Source: an optimization exercise on an open RTL-to-GDS flow (aim: small area and a short achievable clock period). Production flows keep margins and buffers that such runs may drop.
Only simulation tests tie the RTL to the original design; equivalence was not proved.
No activity file was given, so power comes from the tool's default toggle rates.

<file path="flow/config.mk">
export PLATFORM = sky130hd
export DESIGN_NAME = srpt_grant_top
export DESIGN_NICKNAME = srpt_grant_top
export VERILOG_FILES = /design/flow/design.v
export SDC_FILE = /design/flow/constraint.sdc
export NUM_CORES = 4
export LEC_CHECK = 0
export CAP_MARGIN = 20
export CORE_MARGIN = 2
export CORE_UTILIZATION = 40
export SLEW_MARGIN = 20
</file>
<file path="flow/constraint.sdc">
create_clock -name core_clock -period 10.5 [get_ports {ap_clk}]
set_input_delay 2.1000 -clock core_clock [delete_from_list [all_inputs] [get_ports {ap_clk}]]
set_output_delay 2.1000 -clock core_clock [all_outputs]
set_load 0.01 [all_outputs]
</file>
<file path="flow/design.v">
package srpt_pkg;
   localparam int PEER_ID_W = 14;
   localparam int RPC_ID_W = 14;
   localparam int PKTS_W = 10;
   localparam int OFFSET_W = 32;
   localparam int HDR_W = PEER_ID_W + RPC_ID_W + 2 * PKTS_W + OFFSET_W;
   localparam int STATE_W = 3;
   localparam int ENTRY_W = PEER_ID_W + RPC_ID_W + 2 * PKTS_W + STATE_W;
   localparam int E_STATE_LO = 0;
   localparam int E_GRANT_LO = STATE_W;
   localparam int E_RECV_LO  = E_GRANT_LO + PKTS_W;
   localparam int E_RPC_LO   = E_RECV_LO + PKTS_W;
   localparam int E_PEER_LO  = E_RPC_LO + RPC_ID_W;
   localparam logic [STATE_W-1:0] SRPT_EMPTY  = 3'b100;
   localparam logic [STATE_W-1:0] SRPT_ACTIVE = 3'b110;
   localparam logic [ENTRY_W-1:0] SRPT_ENTRY_NONE = {{(ENTRY_W - STATE_W){1'b0}}, SRPT_EMPTY};
endpackage
module srpt_header_intake (
   input  logic                           ap_clk,
   input  logic                           ap_rst,
   input  logic                           header_valid_i,
   input  logic [srpt_pkg::HDR_W-1:0]     header_i,
   output logic                           push_o,
   output logic                           retire_o,
   output logic [27:0]                    id_o,
   output logic [9:0]                     key_o
);
   logic [27:0] hdr_id;
   logic [9:0]  hdr_msg_len;
   logic [9:0]  hdr_incoming;
   logic [31:0] hdr_offset;
   assign {hdr_id, hdr_msg_len, hdr_incoming, hdr_offset} = header_i;
   logic hdr_useful;
   logic hdr_first;
   assign hdr_useful = hdr_msg_len > hdr_incoming;
   assign hdr_first  = (hdr_offset == '0);
   always_ff @(posedge ap_clk) begin
      if (ap_rst) begin
         push_o   <= 1'b0;
         retire_o <= 1'b0;
      end else begin
         push_o   <= header_valid_i && hdr_useful && hdr_first;
         retire_o <= header_valid_i && hdr_useful && !hdr_first;
      end
   end
   always_ff @(posedge ap_clk) begin
      id_o  <= hdr_id;
      key_o <= hdr_msg_len - 10'd1;
   end
endmodule
module srpt_queue #(
   parameter int QUEUE_DEPTH = 16
) (
   input  logic         ap_clk,
   input  logic         ap_rst,
   input  logic         push_i,
   input  logic [27:0]  push_id_i,
   input  logic [9:0]   push_key_i,
   input  logic         pop_i,
   output logic         head_occ_o,
   output logic         head_occ_nx_pop_o,
   output logic         head_occ_nx_nopop_o,
   output logic [9:0]   head_key_o,
   output logic [27:0]  head_id_o
);
   localparam int N  = 16;
   localparam int PW = 4;
   logic [N-1:0][9:0]    key;
   logic [N-1:0][PW-1:0] ptr;
   logic [N-1:0][27:0]   id_mem;
   logic [N-1:0][9:0]    key_d;
   logic [N-1:0][PW-1:0] ptr_d;
   logic [N-1:0]         occ;
   logic [9:0]           nkey;
   logic [1:0]           ltn;
   logic [3:0]           ltqn;
   logic e_A_0;
   logic e_A_1;
   logic e_A_2;
   logic e_A_3;
   logic e_A_4;
   logic e_A_5;
   logic e_A_6;
   logic e_A_7;
   logic o_A_0;
   logic o_A_1;
   logic o_A_2;
   logic o_A_3;
   logic o_A_4;
   logic o_A_5;
   logic o_A_6;
   logic e_B_0;
   logic e_B_1;
   logic e_B_2;
   logic e_B_3;
   logic e_B_4;
   logic e_B_5;
   logic e_B_6;
   logic o_B_0;
   logic o_B_1;
   logic o_B_2;
   logic o_B_3;
   logic o_B_4;
   logic o_B_5;
   logic o_B_6;
   logic t_C;
   logic e_C_1;
   logic e_C_2;
   logic e_C_3;
   logic e_C_4;
   logic e_C_5;
   logic e_C_6;
   logic e_C_7;
   logic o_C_0;
   logic o_C_1;
   logic o_C_2;
   logic o_C_3;
   logic o_C_4;
   logic o_C_5;
   logic o_C_6;
   logic t_D;
   logic e_D_1;
   logic e_D_2;
   logic e_D_3;
   logic e_D_4;
   logic e_D_5;
   logic e_D_6;
   logic e_D_7;
   logic o_D_0;
   logic o_D_1;
   logic o_D_2;
   logic o_D_3;
   logic o_D_4;
   logic o_D_5;
   logic o_D_6;
   logic sel_0_1;
   logic sel_0_0;
   logic sel_0_2;
   logic sel_0_nC;
   logic sel_0_nD;
   logic sel_1_3;
   logic sel_1_2;
   logic sel_1_0;
   logic sel_1_1;
   logic sel_1_4;
   logic sel_1_nC;
   logic sel_1_nD;
   logic sel_2_0;
   logic sel_2_1;
   logic sel_2_3;
   logic sel_2_2;
   logic sel_2_4;
   logic sel_2_nC;
   logic sel_2_nD;
   logic sel_3_5;
   logic sel_3_4;
   logic sel_3_2;
   logic sel_3_3;
   logic sel_3_6;
   logic sel_3_1;
   logic sel_4_2;
   logic sel_4_3;
   logic sel_4_5;
   logic sel_4_4;
   logic sel_4_6;
   logic sel_4_1;
   logic sel_5_7;
   logic sel_5_6;
   logic sel_5_4;
   logic sel_5_5;
   logic sel_5_8;
   logic sel_5_3;
   logic sel_6_4;
   logic sel_6_5;
   logic sel_6_7;
   logic sel_6_6;
   logic sel_6_8;
   logic sel_6_3;
   logic sel_7_9;
   logic sel_7_8;
   logic sel_7_6;
   logic sel_7_7;
   logic sel_7_10;
   logic sel_7_5;
   logic sel_8_6;
   logic sel_8_7;
   logic sel_8_9;
   logic sel_8_8;
   logic sel_8_10;
   logic sel_8_5;
   logic sel_9_11;
   logic sel_9_10;
   logic sel_9_8;
   logic sel_9_9;
   logic sel_9_12;
   logic sel_9_7;
   logic sel_10_8;
   logic sel_10_9;
   logic sel_10_11;
   logic sel_10_10;
   logic sel_10_12;
   logic sel_10_7;
   logic sel_11_13;
   logic sel_11_12;
   logic sel_11_10;
   logic sel_11_11;
   logic sel_11_14;
   logic sel_11_9;
   logic sel_12_10;
   logic sel_12_11;
   logic sel_12_13;
   logic sel_12_12;
   logic sel_12_14;
   logic sel_12_9;
   logic sel_13_15;
   logic sel_13_14;
   logic sel_13_12;
   logic sel_13_13;
   logic sel_13_11;
   logic sel_14_12;
   logic sel_14_13;
   logic sel_14_15;
   logic sel_14_14;
   logic sel_14_11;
   logic sel_15_14;
   logic sel_15_15;
   logic sel_15_E;
   logic sel_15_13;
   logic lt_1_0;
   logic lt_2_0;
   logic lt_2_1;
   logic lt_3_0;
   logic lt_3_1;
   logic lt_3_2;
   logic lt_4_1;
   logic lt_4_2;
   logic lt_4_3;
   logic lt_5_2;
   logic lt_5_3;
   logic lt_5_4;
   logic lt_6_3;
   logic lt_6_4;
   logic lt_6_5;
   logic lt_7_4;
   logic lt_7_5;
   logic lt_7_6;
   logic lt_8_5;
   logic lt_8_6;
   logic lt_8_7;
   logic lt_9_6;
   logic lt_9_7;
   logic lt_9_8;
   logic lt_10_7;
   logic lt_10_8;
   logic lt_10_9;
   logic lt_11_8;
   logic lt_11_9;
   logic lt_11_10;
   logic lt_12_9;
   logic lt_12_10;
   logic lt_12_11;
   logic lt_13_10;
   logic lt_13_11;
   logic lt_13_12;
   logic lt_14_11;
   logic lt_14_12;
   logic lt_14_13;
   logic lt_15_12;
   logic lt_15_13;
   logic lt_15_14;
   assign nkey = push_key_i;
   function automatic logic lt10(input logic [9:0] a, input logic [9:0] b);
      logic [15:0] g;
      logic [15:0] n;
      for (int i = 0; i < 16; i++) begin
         if (i < 10) begin
            g[i] = !a[i] && b[i];
            n[i] = !(a[i] && !b[i]);
         end else begin
            g[i] = 1'b0;
            n[i] = 1'b1;
         end
      end
      for (int w = 1; w < 16; w = w * 2) begin
         for (int i = 0; i < 16; i += 2 * w) begin
            g[i] = g[i + w] || (n[i + w] && g[i]);
            n[i] = n[i + w] && n[i];
         end
      end
      lt10 = g[0];
   endfunction
   always_comb begin
      for (int k = 0; k < N; k++) begin
         occ[k] = key[k] != 10'h3ff;
      end
   end
   assign ltn[0]  = lt10(nkey, key[0]);
   assign ltn[1]  = lt10(nkey, key[1]);
   assign ltqn[0] = 1'b0;
   assign ltqn[1] = lt10(key[1], nkey);
   assign ltqn[2] = lt10(key[2], nkey);
   assign ltqn[3] = lt10(key[3], nkey);
   assign lt_1_0 = lt10(key[1], key[0]);
   assign lt_2_0 = lt10(key[2], key[0]);
   assign lt_2_1 = lt10(key[2], key[1]);
   assign lt_3_0 = lt10(key[3], key[0]);
   assign lt_3_1 = lt10(key[3], key[1]);
   assign lt_3_2 = lt10(key[3], key[2]);
   assign lt_4_1 = lt10(key[4], key[1]);
   assign lt_4_2 = lt10(key[4], key[2]);
   assign lt_4_3 = lt10(key[4], key[3]);
   assign lt_5_2 = lt10(key[5], key[2]);
   assign lt_5_3 = lt10(key[5], key[3]);
   assign lt_5_4 = lt10(key[5], key[4]);
   assign lt_6_3 = lt10(key[6], key[3]);
   assign lt_6_4 = lt10(key[6], key[4]);
   assign lt_6_5 = lt10(key[6], key[5]);
   assign lt_7_4 = lt10(key[7], key[4]);
   assign lt_7_5 = lt10(key[7], key[5]);
   assign lt_7_6 = lt10(key[7], key[6]);
   assign lt_8_5 = lt10(key[8], key[5]);
   assign lt_8_6 = lt10(key[8], key[6]);
   assign lt_8_7 = lt10(key[8], key[7]);
   assign lt_9_6 = lt10(key[9], key[6]);
   assign lt_9_7 = lt10(key[9], key[7]);
   assign lt_9_8 = lt10(key[9], key[8]);
   assign lt_10_7 = lt10(key[10], key[7]);
   assign lt_10_8 = lt10(key[10], key[8]);
   assign lt_10_9 = lt10(key[10], key[9]);
   assign lt_11_8 = lt10(key[11], key[8]);
   assign lt_11_9 = lt10(key[11], key[9]);
   assign lt_11_10 = lt10(key[11], key[10]);
   assign lt_12_9 = lt10(key[12], key[9]);
   assign lt_12_10 = lt10(key[12], key[10]);
   assign lt_12_11 = lt10(key[12], key[11]);
   assign lt_13_10 = lt10(key[13], key[10]);
   assign lt_13_11 = lt10(key[13], key[11]);
   assign lt_13_12 = lt10(key[13], key[12]);
   assign lt_14_11 = lt10(key[14], key[11]);
   assign lt_14_12 = lt10(key[14], key[12]);
   assign lt_14_13 = lt10(key[14], key[13]);
   assign lt_15_12 = lt10(key[15], key[12]);
   assign lt_15_13 = lt10(key[15], key[13]);
   assign lt_15_14 = lt10(key[15], key[14]);
   assign e_A_0 = (lt_1_0);
   assign e_A_1 = (lt_3_2);
   assign e_A_2 = (lt_5_4);
   assign e_A_3 = (lt_7_6);
   assign e_A_4 = (lt_9_8);
   assign e_A_5 = (lt_11_10);
   assign e_A_6 = (lt_13_12);
   assign e_A_7 = (lt_15_14);
   assign o_A_0 = (lt_3_0 | lt_2_0 | lt_3_1 | lt_2_1);
   assign o_A_1 = (lt_5_2 | lt_4_2 | lt_5_3 | lt_4_3);
   assign o_A_2 = (lt_7_4 | lt_6_4 | lt_7_5 | lt_6_5);
   assign o_A_3 = (lt_9_6 | lt_8_6 | lt_9_7 | lt_8_7);
   assign o_A_4 = (lt_11_8 | lt_10_8 | lt_11_9 | lt_10_9);
   assign o_A_5 = (lt_13_10 | lt_12_10 | lt_13_11 | lt_12_11);
   assign o_A_6 = (lt_15_12 | lt_14_12 | lt_15_13 | lt_14_13);
   assign e_B_0 = (lt_2_1);
   assign e_B_1 = (lt_4_3);
   assign e_B_2 = (lt_6_5);
   assign e_B_3 = (lt_8_7);
   assign e_B_4 = (lt_10_9);
   assign e_B_5 = (lt_12_11);
   assign e_B_6 = (lt_14_13);
   assign o_B_0 = (lt_4_1 | lt_3_1 | lt_4_2 | lt_3_2);
   assign o_B_1 = (lt_6_3 | lt_5_3 | lt_6_4 | lt_5_4);
   assign o_B_2 = (lt_8_5 | lt_7_5 | lt_8_6 | lt_7_6);
   assign o_B_3 = (lt_10_7 | lt_9_7 | lt_10_8 | lt_9_8);
   assign o_B_4 = (lt_12_9 | lt_11_9 | lt_12_10 | lt_11_10);
   assign o_B_5 = (lt_14_11 | lt_13_11 | lt_14_12 | lt_13_12);
   assign o_B_6 = (lt_15_13 | lt_15_14);
   assign t_C = ltn[0];
   assign e_C_1 = (lt_2_1);
   assign e_C_2 = (lt_4_3);
   assign e_C_3 = (lt_6_5);
   assign e_C_4 = (lt_8_7);
   assign e_C_5 = (lt_10_9);
   assign e_C_6 = (lt_12_11);
   assign e_C_7 = (lt_14_13);
   assign o_C_0 = (lt_2_0 | lt_1_0 | ltqn[2] | ltqn[1]);
   assign o_C_1 = (lt_4_1 | lt_3_1 | lt_4_2 | lt_3_2);
   assign o_C_2 = (lt_6_3 | lt_5_3 | lt_6_4 | lt_5_4);
   assign o_C_3 = (lt_8_5 | lt_7_5 | lt_8_6 | lt_7_6);
   assign o_C_4 = (lt_10_7 | lt_9_7 | lt_10_8 | lt_9_8);
   assign o_C_5 = (lt_12_9 | lt_11_9 | lt_12_10 | lt_11_10);
   assign o_C_6 = (lt_14_11 | lt_13_11 | lt_14_12 | lt_13_12);
   assign t_D = ltn[1];
   assign e_D_1 = (lt_3_2);
   assign e_D_2 = (lt_5_4);
   assign e_D_3 = (lt_7_6);
   assign e_D_4 = (lt_9_8);
   assign e_D_5 = (lt_11_10);
   assign e_D_6 = (lt_13_12);
   assign e_D_7 = (lt_15_14);
   assign o_D_0 = (lt_3_1 | lt_2_1 | ltqn[3] | ltqn[2]);
   assign o_D_1 = (lt_5_2 | lt_4_2 | lt_5_3 | lt_4_3);
   assign o_D_2 = (lt_7_4 | lt_6_4 | lt_7_5 | lt_6_5);
   assign o_D_3 = (lt_9_6 | lt_8_6 | lt_9_7 | lt_8_7);
   assign o_D_4 = (lt_11_8 | lt_10_8 | lt_11_9 | lt_10_9);
   assign o_D_5 = (lt_13_10 | lt_12_10 | lt_13_11 | lt_12_11);
   assign o_D_6 = (lt_15_12 | lt_14_12 | lt_15_13 | lt_14_13);
   assign sel_0_1 = pop_i ? (push_i ? (!t_D) : (!e_B_0)) : (push_i ? 1'b0 : (e_A_0));
   assign sel_0_0 = pop_i ? (push_i ? 1'b0 : 1'b0) : (push_i ? (!t_C) : (!e_A_0));
   assign sel_0_2 = pop_i ? (push_i ? 1'b0 : (e_B_0)) : (push_i ? 1'b0 : 1'b0);
   assign sel_0_nC = pop_i ? (push_i ? 1'b0 : 1'b0) : (push_i ? (t_C) : 1'b0);
   assign sel_0_nD = pop_i ? (push_i ? (t_D) : 1'b0) : (push_i ? 1'b0 : 1'b0);
   assign sel_1_3 = pop_i ? (push_i ? ((e_D_1) & o_D_0) : ((!e_B_1) & o_B_0)) : (push_i ? 1'b0 : ((e_A_1) & o_A_0));
   assign sel_1_2 = pop_i ? (push_i ? ((!e_D_1) & o_D_0) : ((!e_B_0) & !o_B_0)) : (push_i ? ((e_C_1) & o_C_0) : ((!e_A_1) & o_A_0));
   assign sel_1_0 = pop_i ? (push_i ? 1'b0 : 1'b0) : (push_i ? ((t_C) & !o_C_0) : ((e_A_0) & !o_A_0));
   assign sel_1_1 = pop_i ? (push_i ? ((t_D) & !o_D_0) : ((e_B_0) & !o_B_0)) : (push_i ? ((!e_C_1) & o_C_0) : ((!e_A_0) & !o_A_0));
   assign sel_1_4 = pop_i ? (push_i ? 1'b0 : ((e_B_1) & o_B_0)) : (push_i ? 1'b0 : 1'b0);
   assign sel_1_nC = pop_i ? (push_i ? 1'b0 : 1'b0) : (push_i ? ((!t_C) & !o_C_0) : 1'b0);
   assign sel_1_nD = pop_i ? (push_i ? ((!t_D) & !o_D_0) : 1'b0) : (push_i ? 1'b0 : 1'b0);
   assign sel_2_0 = pop_i ? (push_i ? 1'b0 : 1'b0) : (push_i ? ((t_C) & o_C_0) : ((e_A_0) & o_A_0));
   assign sel_2_1 = pop_i ? (push_i ? ((t_D) & o_D_0) : ((e_B_0) & o_B_0)) : (push_i ? ((!e_C_1) & !o_C_0) : ((!e_A_0) & o_A_0));
   assign sel_2_3 = pop_i ? (push_i ? ((e_D_1) & !o_D_0) : ((!e_B_1) & !o_B_0)) : (push_i ? 1'b0 : ((e_A_1) & !o_A_0));
   assign sel_2_2 = pop_i ? (push_i ? ((!e_D_1) & !o_D_0) : ((!e_B_0) & o_B_0)) : (push_i ? ((e_C_1) & !o_C_0) : ((!e_A_1) & !o_A_0));
   assign sel_2_4 = pop_i ? (push_i ? 1'b0 : ((e_B_1) & !o_B_0)) : (push_i ? 1'b0 : 1'b0);
   assign sel_2_nC = pop_i ? (push_i ? 1'b0 : 1'b0) : (push_i ? ((!t_C) & o_C_0) : 1'b0);
   assign sel_2_nD = pop_i ? (push_i ? ((!t_D) & o_D_0) : 1'b0) : (push_i ? 1'b0 : 1'b0);
   assign sel_3_5 = pop_i ? (push_i ? ((e_D_2) & o_D_1) : ((!e_B_2) & o_B_1)) : (push_i ? 1'b0 : ((e_A_2) & o_A_1));
   assign sel_3_4 = pop_i ? (push_i ? ((!e_D_2) & o_D_1) : ((!e_B_1) & !o_B_1)) : (push_i ? ((e_C_2) & o_C_1) : ((!e_A_2) & o_A_1));
   assign sel_3_2 = pop_i ? (push_i ? ((e_D_1) & !o_D_1) : 1'b0) : (push_i ? ((!e_C_1) & !o_C_1) : ((e_A_1) & !o_A_1));
   assign sel_3_3 = pop_i ? (push_i ? ((!e_D_1) & !o_D_1) : ((e_B_1) & !o_B_1)) : (push_i ? ((!e_C_2) & o_C_1) : ((!e_A_1) & !o_A_1));
   assign sel_3_6 = pop_i ? (push_i ? 1'b0 : ((e_B_2) & o_B_1)) : (push_i ? 1'b0 : 1'b0);
   assign sel_3_1 = pop_i ? (push_i ? 1'b0 : 1'b0) : (push_i ? ((e_C_1) & !o_C_1) : 1'b0);
   assign sel_4_2 = pop_i ? (push_i ? ((e_D_1) & o_D_1) : 1'b0) : (push_i ? ((!e_C_1) & o_C_1) : ((e_A_1) & o_A_1));
   assign sel_4_3 = pop_i ? (push_i ? ((!e_D_1) & o_D_1) : ((e_B_1) & o_B_1)) : (push_i ? ((!e_C_2) & !o_C_1) : ((!e_A_1) & o_A_1));
   assign sel_4_5 = pop_i ? (push_i ? ((e_D_2) & !o_D_1) : ((!e_B_2) & !o_B_1)) : (push_i ? 1'b0 : ((e_A_2) & !o_A_1));
   assign sel_4_4 = pop_i ? (push_i ? ((!e_D_2) & !o_D_1) : ((!e_B_1) & o_B_1)) : (push_i ? ((e_C_2) & !o_C_1) : ((!e_A_2) & !o_A_1));
   assign sel_4_6 = pop_i ? (push_i ? 1'b0 : ((e_B_2) & !o_B_1)) : (push_i ? 1'b0 : 1'b0);
   assign sel_4_1 = pop_i ? (push_i ? 1'b0 : 1'b0) : (push_i ? ((e_C_1) & o_C_1) : 1'b0);
   assign sel_5_7 = pop_i ? (push_i ? ((e_D_3) & o_D_2) : ((!e_B_3) & o_B_2)) : (push_i ? 1'b0 : ((e_A_3) & o_A_2));
   assign sel_5_6 = pop_i ? (push_i ? ((!e_D_3) & o_D_2) : ((!e_B_2) & !o_B_2)) : (push_i ? ((e_C_3) & o_C_2) : ((!e_A_3) & o_A_2));
   assign sel_5_4 = pop_i ? (push_i ? ((e_D_2) & !o_D_2) : 1'b0) : (push_i ? ((!e_C_2) & !o_C_2) : ((e_A_2) & !o_A_2));
   assign sel_5_5 = pop_i ? (push_i ? ((!e_D_2) & !o_D_2) : ((e_B_2) & !o_B_2)) : (push_i ? ((!e_C_3) & o_C_2) : ((!e_A_2) & !o_A_2));
   assign sel_5_8 = pop_i ? (push_i ? 1'b0 : ((e_B_3) & o_B_2)) : (push_i ? 1'b0 : 1'b0);
   assign sel_5_3 = pop_i ? (push_i ? 1'b0 : 1'b0) : (push_i ? ((e_C_2) & !o_C_2) : 1'b0);
   assign sel_6_4 = pop_i ? (push_i ? ((e_D_2) & o_D_2) : 1'b0) : (push_i ? ((!e_C_2) & o_C_2) : ((e_A_2) & o_A_2));
   assign sel_6_5 = pop_i ? (push_i ? ((!e_D_2) & o_D_2) : ((e_B_2) & o_B_2)) : (push_i ? ((!e_C_3) & !o_C_2) : ((!e_A_2) & o_A_2));
   assign sel_6_7 = pop_i ? (push_i ? ((e_D_3) & !o_D_2) : ((!e_B_3) & !o_B_2)) : (push_i ? 1'b0 : ((e_A_3) & !o_A_2));
   assign sel_6_6 = pop_i ? (push_i ? ((!e_D_3) & !o_D_2) : ((!e_B_2) & o_B_2)) : (push_i ? ((e_C_3) & !o_C_2) : ((!e_A_3) & !o_A_2));
   assign sel_6_8 = pop_i ? (push_i ? 1'b0 : ((e_B_3) & !o_B_2)) : (push_i ? 1'b0 : 1'b0);
   assign sel_6_3 = pop_i ? (push_i ? 1'b0 : 1'b0) : (push_i ? ((e_C_2) & o_C_2) : 1'b0);
   assign sel_7_9 = pop_i ? (push_i ? ((e_D_4) & o_D_3) : ((!e_B_4) & o_B_3)) : (push_i ? 1'b0 : ((e_A_4) & o_A_3));
   assign sel_7_8 = pop_i ? (push_i ? ((!e_D_4) & o_D_3) : ((!e_B_3) & !o_B_3)) : (push_i ? ((e_C_4) & o_C_3) : ((!e_A_4) & o_A_3));
   assign sel_7_6 = pop_i ? (push_i ? ((e_D_3) & !o_D_3) : 1'b0) : (push_i ? ((!e_C_3) & !o_C_3) : ((e_A_3) & !o_A_3));
   assign sel_7_7 = pop_i ? (push_i ? ((!e_D_3) & !o_D_3) : ((e_B_3) & !o_B_3)) : (push_i ? ((!e_C_4) & o_C_3) : ((!e_A_3) & !o_A_3));
   assign sel_7_10 = pop_i ? (push_i ? 1'b0 : ((e_B_4) & o_B_3)) : (push_i ? 1'b0 : 1'b0);
   assign sel_7_5 = pop_i ? (push_i ? 1'b0 : 1'b0) : (push_i ? ((e_C_3) & !o_C_3) : 1'b0);
   assign sel_8_6 = pop_i ? (push_i ? ((e_D_3) & o_D_3) : 1'b0) : (push_i ? ((!e_C_3) & o_C_3) : ((e_A_3) & o_A_3));
   assign sel_8_7 = pop_i ? (push_i ? ((!e_D_3) & o_D_3) : ((e_B_3) & o_B_3)) : (push_i ? ((!e_C_4) & !o_C_3) : ((!e_A_3) & o_A_3));
   assign sel_8_9 = pop_i ? (push_i ? ((e_D_4) & !o_D_3) : ((!e_B_4) & !o_B_3)) : (push_i ? 1'b0 : ((e_A_4) & !o_A_3));
   assign sel_8_8 = pop_i ? (push_i ? ((!e_D_4) & !o_D_3) : ((!e_B_3) & o_B_3)) : (push_i ? ((e_C_4) & !o_C_3) : ((!e_A_4) & !o_A_3));
   assign sel_8_10 = pop_i ? (push_i ? 1'b0 : ((e_B_4) & !o_B_3)) : (push_i ? 1'b0 : 1'b0);
   assign sel_8_5 = pop_i ? (push_i ? 1'b0 : 1'b0) : (push_i ? ((e_C_3) & o_C_3) : 1'b0);
   assign sel_9_11 = pop_i ? (push_i ? ((e_D_5) & o_D_4) : ((!e_B_5) & o_B_4)) : (push_i ? 1'b0 : ((e_A_5) & o_A_4));
   assign sel_9_10 = pop_i ? (push_i ? ((!e_D_5) & o_D_4) : ((!e_B_4) & !o_B_4)) : (push_i ? ((e_C_5) & o_C_4) : ((!e_A_5) & o_A_4));
   assign sel_9_8 = pop_i ? (push_i ? ((e_D_4) & !o_D_4) : 1'b0) : (push_i ? ((!e_C_4) & !o_C_4) : ((e_A_4) & !o_A_4));
   assign sel_9_9 = pop_i ? (push_i ? ((!e_D_4) & !o_D_4) : ((e_B_4) & !o_B_4)) : (push_i ? ((!e_C_5) & o_C_4) : ((!e_A_4) & !o_A_4));
   assign sel_9_12 = pop_i ? (push_i ? 1'b0 : ((e_B_5) & o_B_4)) : (push_i ? 1'b0 : 1'b0);
   assign sel_9_7 = pop_i ? (push_i ? 1'b0 : 1'b0) : (push_i ? ((e_C_4) & !o_C_4) : 1'b0);
   assign sel_10_8 = pop_i ? (push_i ? ((e_D_4) & o_D_4) : 1'b0) : (push_i ? ((!e_C_4) & o_C_4) : ((e_A_4) & o_A_4));
   assign sel_10_9 = pop_i ? (push_i ? ((!e_D_4) & o_D_4) : ((e_B_4) & o_B_4)) : (push_i ? ((!e_C_5) & !o_C_4) : ((!e_A_4) & o_A_4));
   assign sel_10_11 = pop_i ? (push_i ? ((e_D_5) & !o_D_4) : ((!e_B_5) & !o_B_4)) : (push_i ? 1'b0 : ((e_A_5) & !o_A_4));
   assign sel_10_10 = pop_i ? (push_i ? ((!e_D_5) & !o_D_4) : ((!e_B_4) & o_B_4)) : (push_i ? ((e_C_5) & !o_C_4) : ((!e_A_5) & !o_A_4));
   assign sel_10_12 = pop_i ? (push_i ? 1'b0 : ((e_B_5) & !o_B_4)) : (push_i ? 1'b0 : 1'b0);
   assign sel_10_7 = pop_i ? (push_i ? 1'b0 : 1'b0) : (push_i ? ((e_C_4) & o_C_4) : 1'b0);
   assign sel_11_13 = pop_i ? (push_i ? ((e_D_6) & o_D_5) : ((!e_B_6) & o_B_5)) : (push_i ? 1'b0 : ((e_A_6) & o_A_5));
   assign sel_11_12 = pop_i ? (push_i ? ((!e_D_6) & o_D_5) : ((!e_B_5) & !o_B_5)) : (push_i ? ((e_C_6) & o_C_5) : ((!e_A_6) & o_A_5));
   assign sel_11_10 = pop_i ? (push_i ? ((e_D_5) & !o_D_5) : 1'b0) : (push_i ? ((!e_C_5) & !o_C_5) : ((e_A_5) & !o_A_5));
   assign sel_11_11 = pop_i ? (push_i ? ((!e_D_5) & !o_D_5) : ((e_B_5) & !o_B_5)) : (push_i ? ((!e_C_6) & o_C_5) : ((!e_A_5) & !o_A_5));
   assign sel_11_14 = pop_i ? (push_i ? 1'b0 : ((e_B_6) & o_B_5)) : (push_i ? 1'b0 : 1'b0);
   assign sel_11_9 = pop_i ? (push_i ? 1'b0 : 1'b0) : (push_i ? ((e_C_5) & !o_C_5) : 1'b0);
   assign sel_12_10 = pop_i ? (push_i ? ((e_D_5) & o_D_5) : 1'b0) : (push_i ? ((!e_C_5) & o_C_5) : ((e_A_5) & o_A_5));
   assign sel_12_11 = pop_i ? (push_i ? ((!e_D_5) & o_D_5) : ((e_B_5) & o_B_5)) : (push_i ? ((!e_C_6) & !o_C_5) : ((!e_A_5) & o_A_5));
   assign sel_12_13 = pop_i ? (push_i ? ((e_D_6) & !o_D_5) : ((!e_B_6) & !o_B_5)) : (push_i ? 1'b0 : ((e_A_6) & !o_A_5));
   assign sel_12_12 = pop_i ? (push_i ? ((!e_D_6) & !o_D_5) : ((!e_B_5) & o_B_5)) : (push_i ? ((e_C_6) & !o_C_5) : ((!e_A_6) & !o_A_5));
   assign sel_12_14 = pop_i ? (push_i ? 1'b0 : ((e_B_6) & !o_B_5)) : (push_i ? 1'b0 : 1'b0);
   assign sel_12_9 = pop_i ? (push_i ? 1'b0 : 1'b0) : (push_i ? ((e_C_5) & o_C_5) : 1'b0);
   assign sel_13_15 = pop_i ? (push_i ? ((e_D_7) & o_D_6) : (o_B_6)) : (push_i ? 1'b0 : ((e_A_7) & o_A_6));
   assign sel_13_14 = pop_i ? (push_i ? ((!e_D_7) & o_D_6) : ((!e_B_6) & !o_B_6)) : (push_i ? ((e_C_7) & o_C_6) : ((!e_A_7) & o_A_6));
   assign sel_13_12 = pop_i ? (push_i ? ((e_D_6) & !o_D_6) : 1'b0) : (push_i ? ((!e_C_6) & !o_C_6) : ((e_A_6) & !o_A_6));
   assign sel_13_13 = pop_i ? (push_i ? ((!e_D_6) & !o_D_6) : ((e_B_6) & !o_B_6)) : (push_i ? ((!e_C_7) & o_C_6) : ((!e_A_6) & !o_A_6));
   assign sel_13_11 = pop_i ? (push_i ? 1'b0 : 1'b0) : (push_i ? ((e_C_6) & !o_C_6) : 1'b0);
   assign sel_14_12 = pop_i ? (push_i ? ((e_D_6) & o_D_6) : 1'b0) : (push_i ? ((!e_C_6) & o_C_6) : ((e_A_6) & o_A_6));
   assign sel_14_13 = pop_i ? (push_i ? ((!e_D_6) & o_D_6) : ((e_B_6) & o_B_6)) : (push_i ? ((!e_C_7) & !o_C_6) : ((!e_A_6) & o_A_6));
   assign sel_14_15 = pop_i ? (push_i ? ((e_D_7) & !o_D_6) : (!o_B_6)) : (push_i ? 1'b0 : ((e_A_7) & !o_A_6));
   assign sel_14_14 = pop_i ? (push_i ? ((!e_D_7) & !o_D_6) : ((!e_B_6) & o_B_6)) : (push_i ? ((e_C_7) & !o_C_6) : ((!e_A_7) & !o_A_6));
   assign sel_14_11 = pop_i ? (push_i ? 1'b0 : 1'b0) : (push_i ? ((e_C_6) & o_C_6) : 1'b0);
   assign sel_15_14 = pop_i ? (push_i ? (e_D_7) : 1'b0) : (push_i ? (!e_C_7) : (e_A_7));
   assign sel_15_15 = pop_i ? (push_i ? (!e_D_7) : 1'b0) : (push_i ? 1'b0 : (!e_A_7));
   assign sel_15_E = pop_i ? (push_i ? 1'b0 : 1'b1) : (push_i ? 1'b0 : 1'b0);
   assign sel_15_13 = pop_i ? (push_i ? 1'b0 : 1'b0) : (push_i ? (e_C_7) : 1'b0);
   assign key_d[0] = ({10{sel_0_1}} & key[1]) | ({10{sel_0_0}} & key[0]) | ({10{sel_0_2}} & key[2]) | ({10{sel_0_nC}} & nkey) | ({10{sel_0_nD}} & nkey);
   assign ptr_d[0] = ({PW{sel_0_1}} & ptr[1]) | ({PW{sel_0_0}} & ptr[0]) | ({PW{sel_0_2}} & ptr[2]) | ({PW{sel_0_nC}} & ptr[15]) | ({PW{sel_0_nD}} & ptr[0]);
   assign key_d[1] = ({10{sel_1_3}} & key[3]) | ({10{sel_1_2}} & key[2]) | ({10{sel_1_0}} & key[0]) | ({10{sel_1_1}} & key[1]) | ({10{sel_1_4}} & key[4]) | ({10{sel_1_nC}} & nkey) | ({10{sel_1_nD}} & nkey);
   assign ptr_d[1] = ({PW{sel_1_3}} & ptr[3]) | ({PW{sel_1_2}} & ptr[2]) | ({PW{sel_1_0}} & ptr[0]) | ({PW{sel_1_1}} & ptr[1]) | ({PW{sel_1_4}} & ptr[4]) | ({PW{sel_1_nC}} & ptr[15]) | ({PW{sel_1_nD}} & ptr[0]);
   assign key_d[2] = ({10{sel_2_0}} & key[0]) | ({10{sel_2_1}} & key[1]) | ({10{sel_2_3}} & key[3]) | ({10{sel_2_2}} & key[2]) | ({10{sel_2_4}} & key[4]) | ({10{sel_2_nC}} & nkey) | ({10{sel_2_nD}} & nkey);
   assign ptr_d[2] = ({PW{sel_2_0}} & ptr[0]) | ({PW{sel_2_1}} & ptr[1]) | ({PW{sel_2_3}} & ptr[3]) | ({PW{sel_2_2}} & ptr[2]) | ({PW{sel_2_4}} & ptr[4]) | ({PW{sel_2_nC}} & ptr[15]) | ({PW{sel_2_nD}} & ptr[0]);
   assign key_d[3] = ({10{sel_3_5}} & key[5]) | ({10{sel_3_4}} & key[4]) | ({10{sel_3_2}} & key[2]) | ({10{sel_3_3}} & key[3]) | ({10{sel_3_6}} & key[6]) | ({10{sel_3_1}} & key[1]);
   assign ptr_d[3] = ({PW{sel_3_5}} & ptr[5]) | ({PW{sel_3_4}} & ptr[4]) | ({PW{sel_3_2}} & ptr[2]) | ({PW{sel_3_3}} & ptr[3]) | ({PW{sel_3_6}} & ptr[6]) | ({PW{sel_3_1}} & ptr[1]);
   assign key_d[4] = ({10{sel_4_2}} & key[2]) | ({10{sel_4_3}} & key[3]) | ({10{sel_4_5}} & key[5]) | ({10{sel_4_4}} & key[4]) | ({10{sel_4_6}} & key[6]) | ({10{sel_4_1}} & key[1]);
   assign ptr_d[4] = ({PW{sel_4_2}} & ptr[2]) | ({PW{sel_4_3}} & ptr[3]) | ({PW{sel_4_5}} & ptr[5]) | ({PW{sel_4_4}} & ptr[4]) | ({PW{sel_4_6}} & ptr[6]) | ({PW{sel_4_1}} & ptr[1]);
   assign key_d[5] = ({10{sel_5_7}} & key[7]) | ({10{sel_5_6}} & key[6]) | ({10{sel_5_4}} & key[4]) | ({10{sel_5_5}} & key[5]) | ({10{sel_5_8}} & key[8]) | ({10{sel_5_3}} & key[3]);
   assign ptr_d[5] = ({PW{sel_5_7}} & ptr[7]) | ({PW{sel_5_6}} & ptr[6]) | ({PW{sel_5_4}} & ptr[4]) | ({PW{sel_5_5}} & ptr[5]) | ({PW{sel_5_8}} & ptr[8]) | ({PW{sel_5_3}} & ptr[3]);
   assign key_d[6] = ({10{sel_6_4}} & key[4]) | ({10{sel_6_5}} & key[5]) | ({10{sel_6_7}} & key[7]) | ({10{sel_6_6}} & key[6]) | ({10{sel_6_8}} & key[8]) | ({10{sel_6_3}} & key[3]);
   assign ptr_d[6] = ({PW{sel_6_4}} & ptr[4]) | ({PW{sel_6_5}} & ptr[5]) | ({PW{sel_6_7}} & ptr[7]) | ({PW{sel_6_6}} & ptr[6]) | ({PW{sel_6_8}} & ptr[8]) | ({PW{sel_6_3}} & ptr[3]);
   assign key_d[7] = ({10{sel_7_9}} & key[9]) | ({10{sel_7_8}} & key[8]) | ({10{sel_7_6}} & key[6]) | ({10{sel_7_7}} & key[7]) | ({10{sel_7_10}} & key[10]) | ({10{sel_7_5}} & key[5]);
   assign ptr_d[7] = ({PW{sel_7_9}} & ptr[9]) | ({PW{sel_7_8}} & ptr[8]) | ({PW{sel_7_6}} & ptr[6]) | ({PW{sel_7_7}} & ptr[7]) | ({PW{sel_7_10}} & ptr[10]) | ({PW{sel_7_5}} & ptr[5]);
   assign key_d[8] = ({10{sel_8_6}} & key[6]) | ({10{sel_8_7}} & key[7]) | ({10{sel_8_9}} & key[9]) | ({10{sel_8_8}} & key[8]) | ({10{sel_8_10}} & key[10]) | ({10{sel_8_5}} & key[5]);
   assign ptr_d[8] = ({PW{sel_8_6}} & ptr[6]) | ({PW{sel_8_7}} & ptr[7]) | ({PW{sel_8_9}} & ptr[9]) | ({PW{sel_8_8}} & ptr[8]) | ({PW{sel_8_10}} & ptr[10]) | ({PW{sel_8_5}} & ptr[5]);
   assign key_d[9] = ({10{sel_9_11}} & key[11]) | ({10{sel_9_10}} & key[10]) | ({10{sel_9_8}} & key[8]) | ({10{sel_9_9}} & key[9]) | ({10{sel_9_12}} & key[12]) | ({10{sel_9_7}} & key[7]);
   assign ptr_d[9] = ({PW{sel_9_11}} & ptr[11]) | ({PW{sel_9_10}} & ptr[10]) | ({PW{sel_9_8}} & ptr[8]) | ({PW{sel_9_9}} & ptr[9]) | ({PW{sel_9_12}} & ptr[12]) | ({PW{sel_9_7}} & ptr[7]);
   assign key_d[10] = ({10{sel_10_8}} & key[8]) | ({10{sel_10_9}} & key[9]) | ({10{sel_10_11}} & key[11]) | ({10{sel_10_10}} & key[10]) | ({10{sel_10_12}} & key[12]) | ({10{sel_10_7}} & key[7]);
   assign ptr_d[10] = ({PW{sel_10_8}} & ptr[8]) | ({PW{sel_10_9}} & ptr[9]) | ({PW{sel_10_11}} & ptr[11]) | ({PW{sel_10_10}} & ptr[10]) | ({PW{sel_10_12}} & ptr[12]) | ({PW{sel_10_7}} & ptr[7]);
   assign key_d[11] = ({10{sel_11_13}} & key[13]) | ({10{sel_11_12}} & key[12]) | ({10{sel_11_10}} & key[10]) | ({10{sel_11_11}} & key[11]) | ({10{sel_11_14}} & key[14]) | ({10{sel_11_9}} & key[9]);
   assign ptr_d[11] = ({PW{sel_11_13}} & ptr[13]) | ({PW{sel_11_12}} & ptr[12]) | ({PW{sel_11_10}} & ptr[10]) | ({PW{sel_11_11}} & ptr[11]) | ({PW{sel_11_14}} & ptr[14]) | ({PW{sel_11_9}} & ptr[9]);
   assign key_d[12] = ({10{sel_12_10}} & key[10]) | ({10{sel_12_11}} & key[11]) | ({10{sel_12_13}} & key[13]) | ({10{sel_12_12}} & key[12]) | ({10{sel_12_14}} & key[14]) | ({10{sel_12_9}} & key[9]);
   assign ptr_d[12] = ({PW{sel_12_10}} & ptr[10]) | ({PW{sel_12_11}} & ptr[11]) | ({PW{sel_12_13}} & ptr[13]) | ({PW{sel_12_12}} & ptr[12]) | ({PW{sel_12_14}} & ptr[14]) | ({PW{sel_12_9}} & ptr[9]);
   assign key_d[13] = ({10{sel_13_15}} & key[15]) | ({10{sel_13_14}} & key[14]) | ({10{sel_13_12}} & key[12]) | ({10{sel_13_13}} & key[13]) | ({10{sel_13_11}} & key[11]);
   assign ptr_d[13] = ({PW{sel_13_15}} & ptr[15]) | ({PW{sel_13_14}} & ptr[14]) | ({PW{sel_13_12}} & ptr[12]) | ({PW{sel_13_13}} & ptr[13]) | ({PW{sel_13_11}} & ptr[11]);
   assign key_d[14] = ({10{sel_14_12}} & key[12]) | ({10{sel_14_13}} & key[13]) | ({10{sel_14_15}} & key[15]) | ({10{sel_14_14}} & key[14]) | ({10{sel_14_11}} & key[11]);
   assign ptr_d[14] = ({PW{sel_14_12}} & ptr[12]) | ({PW{sel_14_13}} & ptr[13]) | ({PW{sel_14_15}} & ptr[15]) | ({PW{sel_14_14}} & ptr[14]) | ({PW{sel_14_11}} & ptr[11]);
   assign key_d[15] = ({10{sel_15_14}} & key[14]) | ({10{sel_15_15}} & key[15]) | ({10{sel_15_E}} & 10'h3ff) | ({10{sel_15_13}} & key[13]);
   assign ptr_d[15] = ({PW{sel_15_14}} & ptr[14]) | ({PW{sel_15_15}} & ptr[15]) | ({PW{sel_15_E}} & ptr[0]) | ({PW{sel_15_13}} & ptr[13]);
   assign head_key_o = key[0];
   assign head_occ_o = occ[0];
   assign head_occ_nx_pop_o   = push_i || occ[1] || occ[2];
   assign head_occ_nx_nopop_o = push_i || occ[0] || occ[1];
   always_comb begin
      head_id_o = '0;
      for (int k = 0; k < N; k++) begin
         head_id_o = head_id_o | ({28{ptr[0] == PW'(k)}} & id_mem[k]);
      end
   end
   always_ff @(posedge ap_clk) begin
      if (ap_rst) begin
         for (int k = 0; k < N; k++) begin
            key[k] <= 10'h3ff;
            ptr[k] <= PW'(k);
         end
      end else begin
         key <= key_d;
         ptr <= ptr_d;
      end
   end
   always_ff @(posedge ap_clk) begin
      for (int k = 0; k < N; k++) begin
         if (push_i && (pop_i ? (ptr[0] == PW'(k)) : (ptr[N - 1] == PW'(k)))) begin
            id_mem[k] <= push_id_i;
         end
      end
   end
endmodule
module srpt_active_set #(
   parameter int MAX_OVERCOMMIT = 4
) (
   input  logic         ap_clk,
   input  logic         ap_rst,
   input  logic         head_occ_nx_pop_i,
   input  logic         head_occ_nx_nopop_i,
   input  logic [9:0]   head_key_i,
   input  logic [27:0]  head_id_i,
   output logic         pop_o,
   input  logic         retire_i,
   input  logic [27:0]  retire_id_i,
   input  logic         grant_full_i,
   output logic         grant_valid_o,
   output logic [50:0]  grant_o
);
   localparam int M = MAX_OVERCOMMIT;
   logic [M-1:0]       occ;
   logic [M-1:0][27:0] slot_id;
   logic [M-1:0]       match;
   logic [M-1:0]       match_first;
   logic [M-1:0]       free_first;
   logic               gv;
   logic [M-1:0]       occ_d;
   logic               can_pop;
   logic [27:0]        g_id;
   logic [9:0]         g_key;
   always_comb begin
      for (int k = 0; k < M; k++) begin
         match[k] = occ[k] && (slot_id[k] == retire_id_i);
      end
      for (int k = 0; k < M; k++) begin
         match_first[k] = match[k];
         free_first[k]  = !occ[k];
         for (int j = 0; j < k; j++) begin
            if (match[j]) match_first[k] = 1'b0;
            if (!occ[j]) free_first[k] = 1'b0;
         end
      end
   end
   assign pop_o = can_pop && !grant_full_i;
   logic clr_any;
   logic one_free;
   assign clr_any  = retire_i && (|match);
   assign one_free = (occ == 4'b1110) || (occ == 4'b1101) || (occ == 4'b1011) || (occ == 4'b0111);
   always_comb begin
      for (int k = 0; k < M; k++) begin
         occ_d[k] = (occ[k] && !(retire_i && match_first[k])) || (pop_o && free_first[k]);
      end
   end
   always_ff @(posedge ap_clk) begin
      if (ap_rst) begin
         occ     <= '0;
         gv      <= 1'b0;
         can_pop <= 1'b0;
      end else begin
         occ     <= occ_d;
         gv      <= pop_o;
         can_pop <= pop_o ? (head_occ_nx_pop_i && !(!clr_any && one_free))
                          : (head_occ_nx_nopop_i && !(!clr_any && (&occ)));
      end
   end
   always_ff @(posedge ap_clk) begin
      for (int k = 0; k < M; k++) begin
         if (pop_o && free_first[k]) slot_id[k] <= head_id_i;
      end
      g_id  <= head_id_i;
      g_key <= head_key_i;
   end
   assign grant_valid_o = gv;
   assign grant_o = {g_id, 9'b0, gv, g_key, gv, gv, 1'b0};
endmodule
module srpt_grant_top #(
   parameter int QUEUE_DEPTH    = 16,
   parameter int MAX_OVERCOMMIT = 4
) (
   input  logic        ap_clk,
   input  logic        ap_rst,
   input  logic        header_valid_i,
   input  logic [79:0] header_i,
   input  logic        grant_full_i,
   output logic        grant_valid_o,
   output logic [50:0] grant_o
);
   logic        push;
   logic        retire;
   logic [27:0] in_id;
   logic [9:0]  in_key;
   logic        head_occ;
   logic        head_occ_nx_pop;
   logic        head_occ_nx_nopop;
   logic [9:0]  head_key;
   logic [27:0] head_id;
   logic        pop;
   srpt_header_intake u_intake (
      .ap_clk         (ap_clk),
      .ap_rst         (ap_rst),
      .header_valid_i (header_valid_i),
      .header_i       (header_i),
      .push_o         (push),
      .retire_o       (retire),
      .id_o           (in_id),
      .key_o          (in_key)
   );
   srpt_queue #(
      .QUEUE_DEPTH (QUEUE_DEPTH)
   ) u_queue (
      .ap_clk     (ap_clk),
      .ap_rst     (ap_rst),
      .push_i     (push),
      .push_id_i  (in_id),
      .push_key_i (in_key),
      .pop_i      (pop),
      .head_occ_o (head_occ),
      .head_occ_nx_pop_o   (head_occ_nx_pop),
      .head_occ_nx_nopop_o (head_occ_nx_nopop),
      .head_key_o (head_key),
      .head_id_o  (head_id)
   );
   srpt_active_set #(
      .MAX_OVERCOMMIT (MAX_OVERCOMMIT)
   ) u_active (
      .ap_clk        (ap_clk),
      .ap_rst        (ap_rst),
      .head_occ_nx_pop_i   (head_occ_nx_pop),
      .head_occ_nx_nopop_i (head_occ_nx_nopop),
      .head_key_i    (head_key),
      .head_id_i     (head_id),
      .pop_o         (pop),
      .retire_i      (retire),
      .retire_id_i   (in_id),
      .grant_full_i  (grant_full_i),
      .grant_valid_o (grant_valid_o),
      .grant_o       (grant_o)
   );
endmodule
</file>
<file path="flow/flow/run.sh">
#!/bin/bash
# The standard layout (the standard.sh: standard synthesis, then ORFS floorplan to
# finish) with these changes to how the layout is made; the clock, the constraints and
# every other setting are the standard flow's:
#  - clock tree sinks are clustered up to 20 to a leaf buffer, within 100 um;
#  - the port buffers that buffer_ports inserts on every input and output are buf_1
#    (the repair resizes them where timing needs it).
set -euo pipefail
bash standard.sh SETUP_SLACK_MARGIN=7 CTS_CLUSTER_SIZE=20 CTS_CLUSTER_DIAMETER=100 \
   "BUFFER_PORTS_ARGS=-buffer_cell sky130_fd_sc_hd__buf_1" finish > standard_flow.log 2>&1
</file>
<file path="flow/standard.sh">
#!/bin/bash
# synth_recipe.tcl (not shown) runs the flow's synth.tcl, then flattens the netlist and writes it again
# the make line also repeats each setting of config.mk as NAME=value (left out here)
make -C /OpenROAD-flow-scripts/flow DESIGN_CONFIG=/design/flow/config.mk WORK_HOME=/design/flow/orfs CLKGATE_MAP_FILE= SYNTH_SCRIPT=/design/flow/synth_recipe.tcl "${@:-finish}"
</file>
==> summary.txt <==
[what timing repair did]
| action | 4_1_cts | 5_1_grt |
|---|---|---|
| pin swaps | 43 | 68 |
| cloned | 10 | 14 |
| resized for setup | 359 | 236 |
| setup endpoints to repair | 674 | 318 |
| setup buffers | 104 | 184 |
[critical path: stages]
cell      delay, ps
buf_6           120
nor2b_4         150
buf_12          150
nor2_4           50
buf_12          140
nand2_1         360
o221ai_2        300
and3b_2         440
a221o_1         320
[cell families after synthesis]
kind of cell,Yosys count
xor+xnor,121
fa+ha+maj,95
simple gates,963
other cells,1
flops,868
mux,6
compound gates,1520
buf+inv,602
[where the power goes]
group	internal, W	leakage, nW	switching (W)
clock	0.00104	0.815	0.00128
combinational	0.00363	9.99	0.00546
sequential	0.00423	7.60	0.00116
[final cells by class]
class                           instances  area [um^2]  share of cell area
Inverter                              193          811              0.0152
Multi-Input combinational cell       2733        21700               0.405
Clock buffer                           85         1490              0.0278
Clock inverter                         15          229             0.00428
Timing Repair Buffer                  522         4090              0.0764
Tap cell                             1488         1860              0.0348
Sequential cell                       868        23300               0.436
[cells in the mapped netlist, types with 27 or more instances]
library cell    n
nand3_1        83
buf_2          67
a211o_1        32
dfxtp_1       308
xor2_1         76
a31oi_1        48
o2bb2ai_1      42
o21ai_0       126
a22oi_1        81
a221o_1       241
clkbuf_1      308
a211oi_1       27
nor4_1         40
nand4_1        72
xnor2_1        45
a222oi_1       47
nor2b_1        55
o221ai_1       37
nand2_1       309
o211ai_1       42
inv_1         178
nand2b_1       95
a221oi_1      250
edfxtp_1      560
o22ai_1        65
a22o_1        126
a21oi_1       114
maj3_1         79
nor2_1        159
nor3_1         65
[stage by stage]
stage,power [W],utilization
final,0.0168,0.483
after global routing,0.0173,0.483
after CTS,0.0154,0.460
after detailed placement,0.0122,0.425
after global placement,0.0122,0.425
after floorplan,0.00988,-
[state kept, by name, indices dropped and copies added, names as in the netlist]
name / flops
u_queue.ptr: 64
u_intake.id_o: 28
u_intake.retire_o: 1
u_queue.key: 160
u_intake.push_o: 1
u_active.can_pop: 1
u_active.g_key: 10
u_active.occ: 4
u_intake.key_o: 10
u_active.g_id: 28
u_active.slot_id: 112
u_queue.id_mem: 448
u_active.gv: 1
[final timing paths]
kind / start / to / slack (ps) / depth (start not counted)
setup / recovery: grant_full_i / u_queue.ptr[28]$_SDFF_PP1_ / 6950 / 9
hold / removal: u_queue.key[1]$_SDFF_PP1_ / u_active.g_key[1]$_DFF_P_ / 480 / 0
setup reg to reg: u_queue.key[87]$_SDFF_PP1_ / u_queue.ptr[28]$_SDFF_PP1_ / 6960 / 9
hold reg to reg: u_queue.key[1]$_SDFF_PP1_ / u_active.g_key[1]$_DFF_P_ / 480 / 0
[per-layer routing]
layer  vias up  track usage
li1      17200            -
met4         2        0.116
met1     20300        0.403
met5         -            0
met3       656       0.0588
met2      3088        0.468
==> results.json <==
{
  "synth_flop_cell": "edfxtp_1",
  "min_period_ps": 3550,
  "grt_overflow": 0,
  "hold_buffers": 0,
  "setup_viol": 0,
  "synth_edf_count": 560,
  "final_cell_mix": "560 x edfxtp_1, 324 x buf_4, 295 x nand2_1, 236 x a221o_1, 229 x a221oi_1",
  "vias_per_cell": 6.99,
  "h-tree-depth": 2,
  "antenna_cells": 0,
  "tightest_slew_ps": 1080,
  "synth.area.top_cells": "edfxtp_1 38%, dfxtp_1 14%, a221o_1 5.4%, a221oi_1 4.9%, nand2_1 2.6%",
  "final_common_cell": "edfxtp_1",
  "hold_slack_ps": 478,
  "synth.distinct_cells": 103,
  "synth_mux_area_frac": 0.00143,
  "worst_slack_ps": 6950,
  "synth_top_family_by_area": "compound AO/OA/AOI/OAI gates",
  "wirelength_mm": 184,
  "rsz0062_at_grt": "true",
  "grt_max_degree": 187,
  "final_cell_area_mm2": 0.0535,
  "dp_hpwl_mm": 109,
  "irDropWorstVdd_mv": 0.203,
  "core_area_mm2": 0.111,
  "initial_core_util": 0.404,
  "finalCritPeriodShare": 0.338,
  "portBuffers": 125,
  "power_leakage_nw": 18.4,
  "drive_above_1_share": 0.224,
  "dieArea_mm2": 0.115,
  "cts_root_buffer": "clkbuf_16",
  "final_cells": 5904,
  "routedWlPerCell_um": 31.1,
  "hold_path.class": "reg2reg",
  "fill_cells": 10000,
  "die_w_um": 338,
  "finalClockSkew_ps": 37.0,
  "start_kind": "input port",
  "fp.dieH_um": 338,
  "top_signal_layer_used": "met5",
  "synth-seq-cells": 868,
  "synth_warnings": 3,
  "synth_top_area_share": 0.376,
  "grt_usage": 0.297,
  "synth_area_mm2": 0.0447,
  "max_cap_viol_count": 0,
  "areaGrowthSynthToFinish_pct": 19.6,
  "async_flop_share": 0,
  "cts_tree": "built",
  "clk_latency_ps": 720,
  "max_slew_margin": 0.270,
  "antenna_found_initial": 2,
  "maxSlewViolCount": 0,
  "dp_cells": 5492,
  "synthXorXnorAreaFrac": 0.0237,
  "synth_compound_area_frac": 0.278,
  "synthAdderAreaFrac": 0.0220,
  "wl_met2_mm": 82.1,
  "fin_tns_setup_ps": 0,
  "finalHoldViolCount": 0,
  "crit_fanout": 7,
  "wl_met1_mm": 71.3,
  "drtIter0Drc": 6770,
  "vias": 41300,
  "ys_seq_area_frac": 0.514,
  "grt_pass1_wl_mm": 259,
  "ios": 136,
  "postSynthCellCount": 4176,
  "cp.required_ps": 11090,
  "place_area_mm2": 0.0471,
  "avgSynthCellArea_um2": 10.7,
  "cts_buffer_depth": 3,
  "wl_met3_mm": 21.5,
  "crit_arrival_ps": 4140,
  "clkTransAtPathRegs_ps": 90,
  "first_pass_iters": 10,
  "yosys.area.top_type": "edfxtp_1",
  "power.density_mw_per_mm2": 314,
  "status": "complete, no violations",
  "drc": 0,
  "max_freq_mhz": 282,
  "rows": 122,
  "pre_cts_ws_ps": 4890,
  "crit_path_end_kind": "register",
  "grt_pass1_vias": 37200,
  "antenna_left": 0,
  "nets": 4467,
  "gp_congestion": 0.953,
  "clock-sinks": 868,
  "cts_buffers": 54,
  "worstSetupPathType": "in2reg",
  "synth-simple-area-share": 0.106
}

==> separate check: timing with driven ports <==
Ports are ideal in the flow. The routed layout listed here was re-timed in OpenROAD. Step 1, drivers: a clkbuf_16 drives ap_clk and a buf_2 each remaining input, both assumed. Step 2 also shifts input and output timing later by t, the mid clock arrival at the registers, as if the neighbouring blocks saw the same clock. a / b / c = no drivers / after step 1 / after step 2; a / b = the first two.
t (ns): 0.780
setup slack, ns: 6.952 / 6.959 / 6.203
pins driven straight from the clock port: 1
After both steps this run still meets setup and hold. For this run, drivers alone change the setup slack by +0.007 ns; drivers and shift together by -0.749 ns.
